This design comes from an exercise in tuning for small area, a short achievable clock period and few clock cycles on the open sky130 flow, not from production work. RTL that was checked went through simulation tests only; none was proved equivalent to the original. Power figures rest on the tool's default switching activity, not on a simulated workload.

## fixed_partition_fit_allocator_unit
module fixed_partition_fit_allocator_unit (
   input  logic        clock,
   input  logic        reset,
   input  logic        csr_wr_en,
   input  logic [0:0]  csr_index,
   input  logic [4:0]  csr_wdata,
   input  logic        req_valid,
   output logic        req_stall,
   input  logic [20:0] req_payload,
   output logic        rsp_valid,
   input  logic        rsp_stall,
   output logic [20:0] rsp_payload
);
   localparam int N = 16;
   logic [1:0]      policy_q;           
   logic [4:0]      count_q;
   logic [3:0]      ptr_q;              
   logic [N-1:0]    start_q;            
   logic [N-1:0]    used_q;
   logic [15:0]     size_q [N];
   logic            v1_q, op1_q;
   logic [3:0]      idx1_q;
   logic [15:0]     w1_q;
   logic [N-1:0]    ge1_q;              
   logic [N-1:0]    le1_q;              
   logic            v2_q, gr2_q;
   logic [3:0]      idx2_q;
   logic [15:0]     a2_q, b2_q;
   logic            rsp_valid_q;
   logic [20:0]     rsp_q;
  ...
For scale: ~3600 cells after synthesis, roughly 650 flip-flops, ~55 I/O pins, roughly 38000 µm² of cells after synthesis.
Settings: LEC_CHECK=0, CAP_MARGIN=20, CORE_MARGIN=2, CORE_UTILIZATION=40, PLACE_DENSITY=0.6, SLEW_MARGIN=20; clock period 5.0 ns.
run.sh (not shown) runs the stock make flow with config.mk's settings and CLKGATE_MAP_FILE= SYNTH_SCRIPT=/design/flow/synth_recipe.tcl, a recipe that flattens the netlist after the stock synthesis.
Testbench counts at the start, summed over its fixed seeds: cycles 5,056.
==> next run, changes <==
Settings changed: SETUP_SLACK_MARGIN set to 2.0.
What happened: Cell count is higher by 4.1%. Setup slack is better by 1000 ps. Maximum frequency rose by 28%. Count of clock-buffer cells in the layout increases by 4. Combinational power rose by 24%. Utilization came out higher by 4.9 points. Design area is higher by 11%. First-iteration DRC count came out higher by 18%. Global-route usage went up by 1.3 points. Critical path depth does not change.


run 1:
fixed_partition_fit_allocator_unit, a different RTL version from the one above (not shown whole).
For scale: ~55 I/O pins, about 34000 µm² of cells after synthesis.
Settings: LEC_CHECK=0, CAP_MARGIN=20, CORE_MARGIN=2, CORE_UTILIZATION=40, PLACE_DENSITY=0.6, SETUP_SLACK_MARGIN=0.8, SLEW_MARGIN=20; clock period 5.0 ns.
diff inputs: run 1 => run 2
- SETUP_SLACK_MARGIN now 1.5, was 0.8
Run 2 vs run 1: post-cts sizing count up. Per the comparison of run 2 with run 1, cell area up 950 µm², portion of total power attributed to the clock network down 0.5 points, wire length up 1.6%, met1 wire length up 610 µm. Multi-input logic portion of the cell area of run 2 is on par with run 1. Of run 2 and run 1, the run reporting the higher total routing usage reported by global routing was run 2. Of the two values seen for uppermost layer routed, met4 was produced by run 1 and met5 by run 2.
--- input diff run 2..run 3 ---
- a change of SETUP_SLACK_MARGIN from 1.5 to 2.5
[summary]
Growth of design area from synthesis to finish, run 3 and run 2: larger value in run 3. Compared with run 2, in run 3 post-route core utilization now larger, routed wire length closely matched the old numbers, finished layout cell area now sits higher.
Edits applied to the flow inputs when going from run 3 to run 4:
- swapping 2.5 for 3.5 in SETUP_SLACK_MARGIN
Notes after the runs:
- Run 4 ends up with higher overall routing resource usage than run 3 does.
- On clock network fraction of design power, run 4 and run 3 are neck and neck.
- Per the comparison of run 4 with run 3, fmax decreased by 5.7% relative to the old numbers; number of well taps neither gained nor lost much; final cell utilization of the core rose 8.4 points.
- Run 3 has lower critical path buffer and inverter count than run 4.
- Global placement routability congestion in run 4 is 0.031 lower than in run 3
- Of run 4 and run 3, run 3 shows the lower non-clock buffer contribution to total cell area, with run 4 above it.
Edits applied to the flow inputs when going from run 4 to run 5:
- a change of SETUP_SLACK_MARGIN from 3.5 to 2.5
==> flow/flow/run.sh (new file) <==
#!/bin/bash
# Layout flow: the standard flow (standard.sh) with two changes:
#  - synthesis leaves adders and comparators to ABC instead of mapping them
#    onto full- and half-adder cells (ADDER_MAP_FILE empty skips extract_fa),
#  - port buffers are buf_4 cells instead of the default delay buffers.
# Everything else, including the registers, is the standard flow's.
set -o pipefail
cp standard.sh standard_sh.txt
export ADDER_MAP_FILE=
export BUFFER_PORTS_ARGS="-buffer_cell sky130_fd_sc_hd__buf_4"
bash standard.sh > standard.log 2>&1
status=$?
echo "standard.sh exit $status"
exit $status
==> flow/standard.sh (new file) <==
#!/bin/bash
# synth_recipe.tcl (not shown) runs the flow's synth.tcl, then flattens the netlist and writes it again
# the make line also repeats each setting of config.mk as NAME=value (left out here)
make -C /OpenROAD-flow-scripts/flow DESIGN_CONFIG=/design/flow/config.mk WORK_HOME=/design/flow/orfs CLKGATE_MAP_FILE= SYNTH_SCRIPT=/design/flow/synth_recipe.tcl "${@:-finish}"
removed: flow/run.sh
Measured against each other, run 4 and run 5 differ in count of clock-buffer cells in the layout, the lower figure coming from run 5. Changes observed in run 5 relative to run 4: total power after layout went up by about 1%, hold slack moved down. Compared with run 4, run 5 shows per-cell via count in the routed design that has gone up slightly.
No run of this note included a check of the RTL's function; only the layout flow was run.


Another version of the RTL of fixed_partition_fit_allocator_unit (not shown whole).
Size: ~3300 cells after synthesis, roughly 610 flip-flops, roughly 34000 um^2 of cells after synthesis.
==> flow/config.mk <==
export PLATFORM = sky130hd
export DESIGN_NAME = fixed_partition_fit_allocator_unit
export DESIGN_NICKNAME = fixed_partition_fit_allocator_unit
export VERILOG_FILES = /design/flow/design.v
export SDC_FILE = /design/flow/constraint.sdc
export NUM_CORES = 4
export LEC_CHECK = 0
export CAP_MARGIN = 20
export CORE_MARGIN = 2
export CORE_UTILIZATION = 40
export PLACE_DENSITY = 0.6
export SETUP_SLACK_MARGIN = 1.9
export SLEW_MARGIN = 20
==> flow/constraint.sdc <==
create_clock -name core_clock -period 5.0 [get_ports {clock}]
set_input_delay 1.0000 -clock core_clock [delete_from_list [all_inputs] [get_ports {clock}]]
set_output_delay 1.0000 -clock core_clock [all_outputs]
set_load 0.01 [all_outputs]
standard.sh (not shown) runs the stock make flow with config.mk's settings and CLKGATE_MAP_FILE= SYNTH_SCRIPT=/design/flow/synth_recipe.tcl, a recipe that flattens the netlist after the stock synthesis.
==> flow/flow/run.sh <==
#!/bin/bash
# Layout flow: the standard flow (standard.sh) with one change: the
# port buffers are buf_4 cells instead of the default delay buffers.
# Synthesis and everything else are the standard flow's.
set -o pipefail
export BUFFER_PORTS_ARGS="-buffer_cell sky130_fd_sc_hd__buf_4"
bash standard.sh > standard.log 2>&1
status=$?
echo "standard.sh exit $status"
exit $status
The baseline passed the timing, design-rule and antenna checks.
Testbench counts at the start, summed over its fixed seeds: cycles 5,056.
Next try:
--- a/flow/config.mk
+++ b/flow/config.mk
@@ -8 +8 @@
-export CAP_MARGIN = 20
+export CAP_MARGIN = 10
@@ -10,0 +11 @@
+export HOLD_SLACK_MARGIN = 0
@@ -13 +14 @@
-export SLEW_MARGIN = 20
+export SLEW_MARGIN = 10
The changed run completed without violations.
Design area is about the same.
Total power is higher by 0.41%.
Fmax is higher by 0.77%.
Clock-buffer cell count is higher by 9.
Worst setup slack improved by 0.024 ns.
Via count is higher by 0.46%.
Die area does not change.
Worst hold slack improved by 0.0049 ns.
Next try:
==> flow/run.sh (new file) <==
#!/bin/bash
# synth_recipe.tcl (not shown) runs the flow's synth.tcl, then flattens the netlist and writes it again
# the make line also repeats each setting of config.mk as NAME=value (left out here)
make -C /OpenROAD-flow-scripts/flow DESIGN_CONFIG=/design/flow/config.mk WORK_HOME=/design/flow/orfs CLKGATE_MAP_FILE= SYNTH_SCRIPT=/design/flow/synth_recipe.tcl finish
--- a/flow/config.mk
+++ b/flow/config.mk
@@ -8 +8 @@
-export CAP_MARGIN = 10
+export CAP_MARGIN = 20
@@ -11 +10,0 @@
-export HOLD_SLACK_MARGIN = 0
@@ -14 +13 @@
-export SLEW_MARGIN = 10
+export SLEW_MARGIN = 20
removed: flow/flow/run.sh
removed: flow/standard.sh
The new run completed with no timing, DRC or antenna violations.
Power climbs by 1.9%.
Setup slack improves by 0.021 ns.
Non-clock buffer count climbs by 39.
Final area climbs by 2.6%.
Critical path depth climbs by 2.
Global-route usage climbs by 0.31 points.
Next try:
==> flow/flow/run.sh (new file) <==
#!/bin/bash
# Layout flow: the standard flow (standard.sh) with one change: the
# port buffers are buf_4 cells instead of the default delay buffers.
# Synthesis and everything else are the standard flow's.
set -o pipefail
export BUFFER_PORTS_ARGS="-buffer_cell sky130_fd_sc_hd__buf_4"
bash standard.sh > standard.log 2>&1
status=$?
echo "standard.sh exit $status"
exit $status
==> flow/standard.sh (new file) <==
#!/bin/bash
# synth_recipe.tcl (not shown) runs the flow's synth.tcl, then flattens the netlist and writes it again
# the make line also repeats each setting of config.mk as NAME=value (left out here)
make -C /OpenROAD-flow-scripts/flow DESIGN_CONFIG=/design/flow/config.mk WORK_HOME=/design/flow/orfs CLKGATE_MAP_FILE= SYNTH_SCRIPT=/design/flow/synth_recipe.tcl "${@:-finish}"
--- a/flow/config.mk
+++ b/flow/config.mk
@@ -7,0 +8 @@
+export ABC_AREA = 1
removed: flow/run.sh
The new run completed without violations.
Cell area went down by 2.2%.
Via count went up by about 2.4%.
Global-route usage went down by 2.3 points.


== west ==
Another version of the RTL of fixed_partition_fit_allocator_unit (not shown whole).
For scale: about 3200 cells after synthesis, about 0.034 mm2 of cells after synthesis.
==> flow/config.mk <==
export PLATFORM = sky130hd
export DESIGN_NAME = fixed_partition_fit_allocator_unit
export DESIGN_NICKNAME = fixed_partition_fit_allocator_unit
export VERILOG_FILES = /design/flow/design.v
export SDC_FILE = /design/flow/constraint.sdc
export NUM_CORES = 4
export LEC_CHECK = 0
export CAP_MARGIN = 20
export CORE_MARGIN = 2
export CORE_UTILIZATION = 40
export PLACE_DENSITY = 0.6
export SETUP_SLACK_MARGIN = 2.0
export SLEW_MARGIN = 20
==> flow/constraint.sdc <==
create_clock -name core_clock -period 5.0 [get_ports {clock}]
set_input_delay 1.0000 -clock core_clock [delete_from_list [all_inputs] [get_ports {clock}]]
set_output_delay 1.0000 -clock core_clock [all_outputs]
set_load 0.01 [all_outputs]
==> flow/flow/run.sh <==
#!/bin/bash
# Layout flow: the standard flow (standard.sh) with one change: the
# port buffers are buf_4 cells instead of the default delay buffers.
# Synthesis and everything else are the standard flow's.
set -o pipefail
export BUFFER_PORTS_ARGS="-buffer_cell sky130_fd_sc_hd__buf_4"
bash standard.sh > standard.log 2>&1
status=$?
echo "standard.sh exit $status"
exit $status
No stage failed in west, and the final checks on the layout all came back clean.
--- input diff west..south ---
Settings: SETUP_SLACK_MARGIN now 1.9, was 2.0.
==> results.txt <==
In south, the minimum clock period came out 0.0086 ns above the value in west. south vs west — power dropped slightly. south went all the way through the flow, and no timing, DRC or antenna check failed. From west to south the numbers moved as follows: logic gate share of total power now sits lower, number of post-CTS setup repair buffers moved down. south: aggregate routed wire length is 940 um lower than what west reported. Fill cell instance count of the final layout grows slightly when moving from west to south. Going from west to south, the internal power summed over all cells was found to have gone down by 0.46%.
No run of this note included a check of the RTL's function; only the layout flow was run.


RTL: one of the versions met above, not the one the previous note started from.
Size in the first run: roughly 3300 cells after synthesis, ~610 flip-flops, ~55 I/O pins.
Design fixed_partition_fit_allocator_unit, start of the top module:
module fixed_partition_fit_allocator_unit (
   input  logic        clock,
   input  logic        reset,
   input  logic        csr_wr_en,
   input  logic [0:0]  csr_index,
   input  logic [4:0]  csr_wdata,
   input  logic        req_valid,
   output logic        req_stall,
   input  logic [20:0] req_payload,
   output logic        rsp_valid,
   input  logic        rsp_stall,
   output logic [20:0] rsp_payload
);
   localparam int N = 16;
   function automatic logic [1:0] cmp16(input logic [15:0] a, input logic [15:0] b);
      logic [15:0] g, e;
      g = a & ~b;
      e = ~(a ^ b);
      for (int st = 1; st < 16; st = st * 2)
         for (int k = 0; k < 16; k += 2 * st) begin
            g[k] = g[k+st] | (e[k+st] & g[k]);
            e[k] = e[k+st] & e[k];
         end
      cmp16 = {g[0], e[0]};
   endfunction
   function automatic logic [8:0] sub8(input logic [7:0] a, input logic [7:0] b);
      logic [7:0] g, t, gg, tt, ng, nt;
      g  = ~a & b;                          
      t  = ~a | b;                          
      gg = g;
      tt = t;
      for (int d = 1; d < 8; d = d * 2) begin
         ng = gg;
         nt = tt;
         for (int i = d; i < 8; i++) begin
            ng[i] = gg[i] | (tt[i] & gg[i-d]);
            nt[i] = tt[i] & tt[i-d];
         end
         gg = ng;
         tt = nt;
      end
  ...
==> flow/config.mk <==
export PLATFORM = sky130hd
export DESIGN_NAME = fixed_partition_fit_allocator_unit
export DESIGN_NICKNAME = fixed_partition_fit_allocator_unit
export VERILOG_FILES = /design/flow/design.v
export SDC_FILE = /design/flow/constraint.sdc
export NUM_CORES = 4
export LEC_CHECK = 0
export CAP_MARGIN = 20
export CORE_MARGIN = 2
export CORE_UTILIZATION = 40
export PLACE_DENSITY = 0.6
export SETUP_SLACK_MARGIN = 2.3
export SLEW_MARGIN = 20
export TNS_END_PERCENT = 10
==> flow/constraint.sdc <==
create_clock -name core_clock -period 5.0 [get_ports {clock}]
set_input_delay 1.0000 -clock core_clock [delete_from_list [all_inputs] [get_ports {clock}]]
set_output_delay 1.0000 -clock core_clock [all_outputs]
set_load 0.01 [all_outputs]
Scripts as last shown in full above: flow/flow/run.sh
The starting point finished with timing, DRC and antenna clean.
Testbench counts at the start, summed over its fixed seeds: cycles 5,056.
Change:
Settings changed: PLACE_DENSITY 0.6 to 0.55, SETUP_SLACK_MARGIN 2.3 to 1.9, TNS_END_PERCENT 10 to not set.
Result: Clock power barely changes; final cell count went up slightly; hold slack improves by 22 ps; setup slack gets worse by 44 ps.
Change:
Settings changed: PLACE_DENSITY 0.55 to 0.6, SETUP_SLACK_MARGIN 1.9 to 2.0.
Result: Setup slack gains 19 ps. Synthesized cell count is unchanged. Synthesized area stays the same. Die area does not change. Design area came out lower slightly. Sequential share of layout area climbs by 0.60 points. First-iteration DRC count increases by a few percent. Clock-buffer cell count went down by 17. Via count falls by a few percent. Routed wire length decreases by roughly a tenth.
Change:
Settings changed: SETUP_SLACK_MARGIN 2.0 to 1.9, TNS_END_PERCENT set to 10.
Result: Hold slack stays flat. Die area is unchanged. Register-to-register slack got worse by 140 ps. Power fell by a few percent. Non-clock buffer count fell by 58. Routed wire length fell slightly. Via count fell slightly. Worst setup slack got worse by 78 ps. Core utilization fell by 1.6 points.
Change:
==> flow/flow/run.sh (replaced) <==
#!/bin/bash
# Layout flow: the standard flow (standard.sh) with two changes:
#  - synthesis leaves adders and comparators to ABC instead of mapping them
#    onto full- and half-adder cells (ADDER_MAP_FILE empty skips extract_fa),
#  - port buffers are buf_4 cells instead of the default delay buffers.
# Everything else, including the registers, is the standard flow's.
set -o pipefail
cp standard.sh standard_sh.txt
export ADDER_MAP_FILE=
export BUFFER_PORTS_ARGS="-buffer_cell sky130_fd_sc_hd__buf_4"
bash standard.sh > standard.log 2>&1
status=$?
echo "standard.sh exit $status"
exit $status
Settings changed: TNS_END_PERCENT 10 to not set.
Result:
- via count grows by 9.4%
- fmax grows by 3.1%
- core utilization grows by 1.8 points
- critical path depth shrinks by 1
Change:
==> flow/flow/run.sh (replaced) <==
#!/bin/bash
# Layout flow: the standard flow (standard.sh) with one change: the
# port buffers are buf_4 cells instead of the default delay buffers.
# Synthesis and everything else are the standard flow's.
set -o pipefail
export BUFFER_PORTS_ARGS="-buffer_cell sky130_fd_sc_hd__buf_4"
bash standard.sh > standard.log 2>&1
status=$?
echo "standard.sh exit $status"
exit $status
Settings changed: SETUP_SLACK_MARGIN 1.9 to 2.2.
Result:
- fmax decreases by 2.5%
- synthesized area came out lower by 0.88%
- global-route usage decreases by 1.3 points
- routed wire length shrinks by 5.5%
- cell count shrinks by 3.8%
- sequential share of layout area stays flat
- worst setup slack degrades by 83 ps


Another version of the RTL of fixed_partition_fit_allocator_unit (not shown whole).
Size in the first run: ~3,200 cells after synthesis, about 590 flip-flops, roughly 55 I/O pins.
export LEC_CHECK = 0
export CAP_MARGIN = 20
export CORE_MARGIN = 2
export CORE_UTILIZATION = 40
export CTS_BUF_LIST = sky130_fd_sc_hd__clkbuf_4 sky130_fd_sc_hd__clkbuf_8
export PLACE_DENSITY = 0.6
export SETUP_SLACK_MARGIN = 1.9
export SLEW_MARGIN = 20
create_clock -name core_clock -period 5.0 [get_ports {clock}]
run.sh (not shown) runs the stock make flow with config.mk's settings and CLKGATE_MAP_FILE= SYNTH_SCRIPT=/design/flow/synth_recipe.tcl, a recipe that flattens the netlist after the stock synthesis.
Stock flow here: none of the scripts above is used.
The baseline passed the timing, design-rule and antenna checks.
Testbench counts at the start, summed over its fixed seeds: cycles 5,120.
Edit:
Settings changed: CTS_BUF_LIST sky130_fd_sc_hd__clkbuf_4 sky130_fd_sc_hd__clkbuf_8 to unset.
Global-route usage rises by 0.17 points.
Worst setup slack is worse by 24 ps.
Total power rises by 1.4%.
Fmax falls by 0.75%.
Edit:
Settings changed: CORE_UTILIZATION 40 to 50, PLACE_DENSITY 0.6 to 0.7.
After rerunning: Global-route usage climbs by 11 points; utilization went up by 13 points; die area decreases by about a fifth.

-- port drivers added, routing unchanged --
How much do the figures lean on ideal ports? The routed layouts below were timed once more, with nothing changed but the port constraints. Step 1, drivers: a clkbuf_16 drives clock and a buf_2 each remaining input, both assumed. Step 2, shift: input delay + t, output delay - t, t = (earliest + latest rising clock arrival at the registers) / 2. This alone moves slack from input paths to output paths. a / b / c = ideal / step 1 / step 2; a / b = the first two.
run | shift t [ns] | setup slack, ns | worst register clock-pin slew, ns
the first run of note 1 | 0.725 | 0.453 / 0.453 / 0.354 | 0.07 / 0.07
the second run of note 1 | 0.705 | 1.459 / 1.459 / 1.166 | 0.07 / 0.07
run 1 | 0.696 | 0.816 / 0.868 / 0.172 | 0.07 / 0.07
run 2 | 0.707 | 1.470 / 1.470 / 0.817 | 0.07 / 0.07
run 3 | 0.704 | 1.700 / 1.700 / 1.043 | 0.07 / 0.07
run 4 | 0.714 | 1.500 / 1.500 / 0.893 | 0.07 / 0.07
run 5 | 0.703 | 1.662 / 1.662 / 1.272 | 0.07 / 0.07
the first run of note 3 | 0.699 | 1.854 / 1.787 / 1.270 | 0.07 / 0.07
the second run of note 3 | 0.693 | 1.878 / 1.817 / 1.216 | 0.07 / 0.07
the third run of note 3 | 0.699 | 1.900 / 1.891 / 1.260 | 0.08 / 0.08
the fourth run of note 3 | 0.695 | 1.776 / 1.776 / 1.380 | 0.06 / 0.06
west | 0.710 | 1.744 / 1.675 / 1.120 | 0.07 / 0.07
south | 0.709 | 1.736 / 1.668 / 1.114 | 0.07 / 0.07
the first run of note 5 | 0.707 | 1.810 / 1.823 / 1.116 | 0.07 / 0.07
the second run of note 5 | 0.694 | 1.766 / 1.773 / 1.102 | 0.07 / 0.07
the third run of note 5 | 0.701 | 1.786 / 1.719 / 1.260 | 0.07 / 0.07
the fourth run of note 5 | 0.693 | 1.708 / 1.737 / 1.057 | 0.07 / 0.07
the fifth run of note 5 | 0.706 | 1.806 / 1.794 / 1.251 | 0.07 / 0.07
the sixth run of note 5 | 0.709 | 1.723 / 1.772 / 1.064 | 0.07 / 0.07
the first run of note 6 | 0.821 | 1.762 / 1.762 / 1.038 | 0.07 / 0.07
the second run of note 6 | 0.696 | 1.738 / 1.738 / 1.090 | 0.07 / 0.07
the third run of note 6 | 0.687 | 1.680 / 1.680 / 1.106 | 0.07 / 0.07
After both steps setup and hold are still met in every run listed. The setup slack of the first run of note 6, which loses most, moves by 0.000 ns with the drivers and by -0.724 ns with both steps.
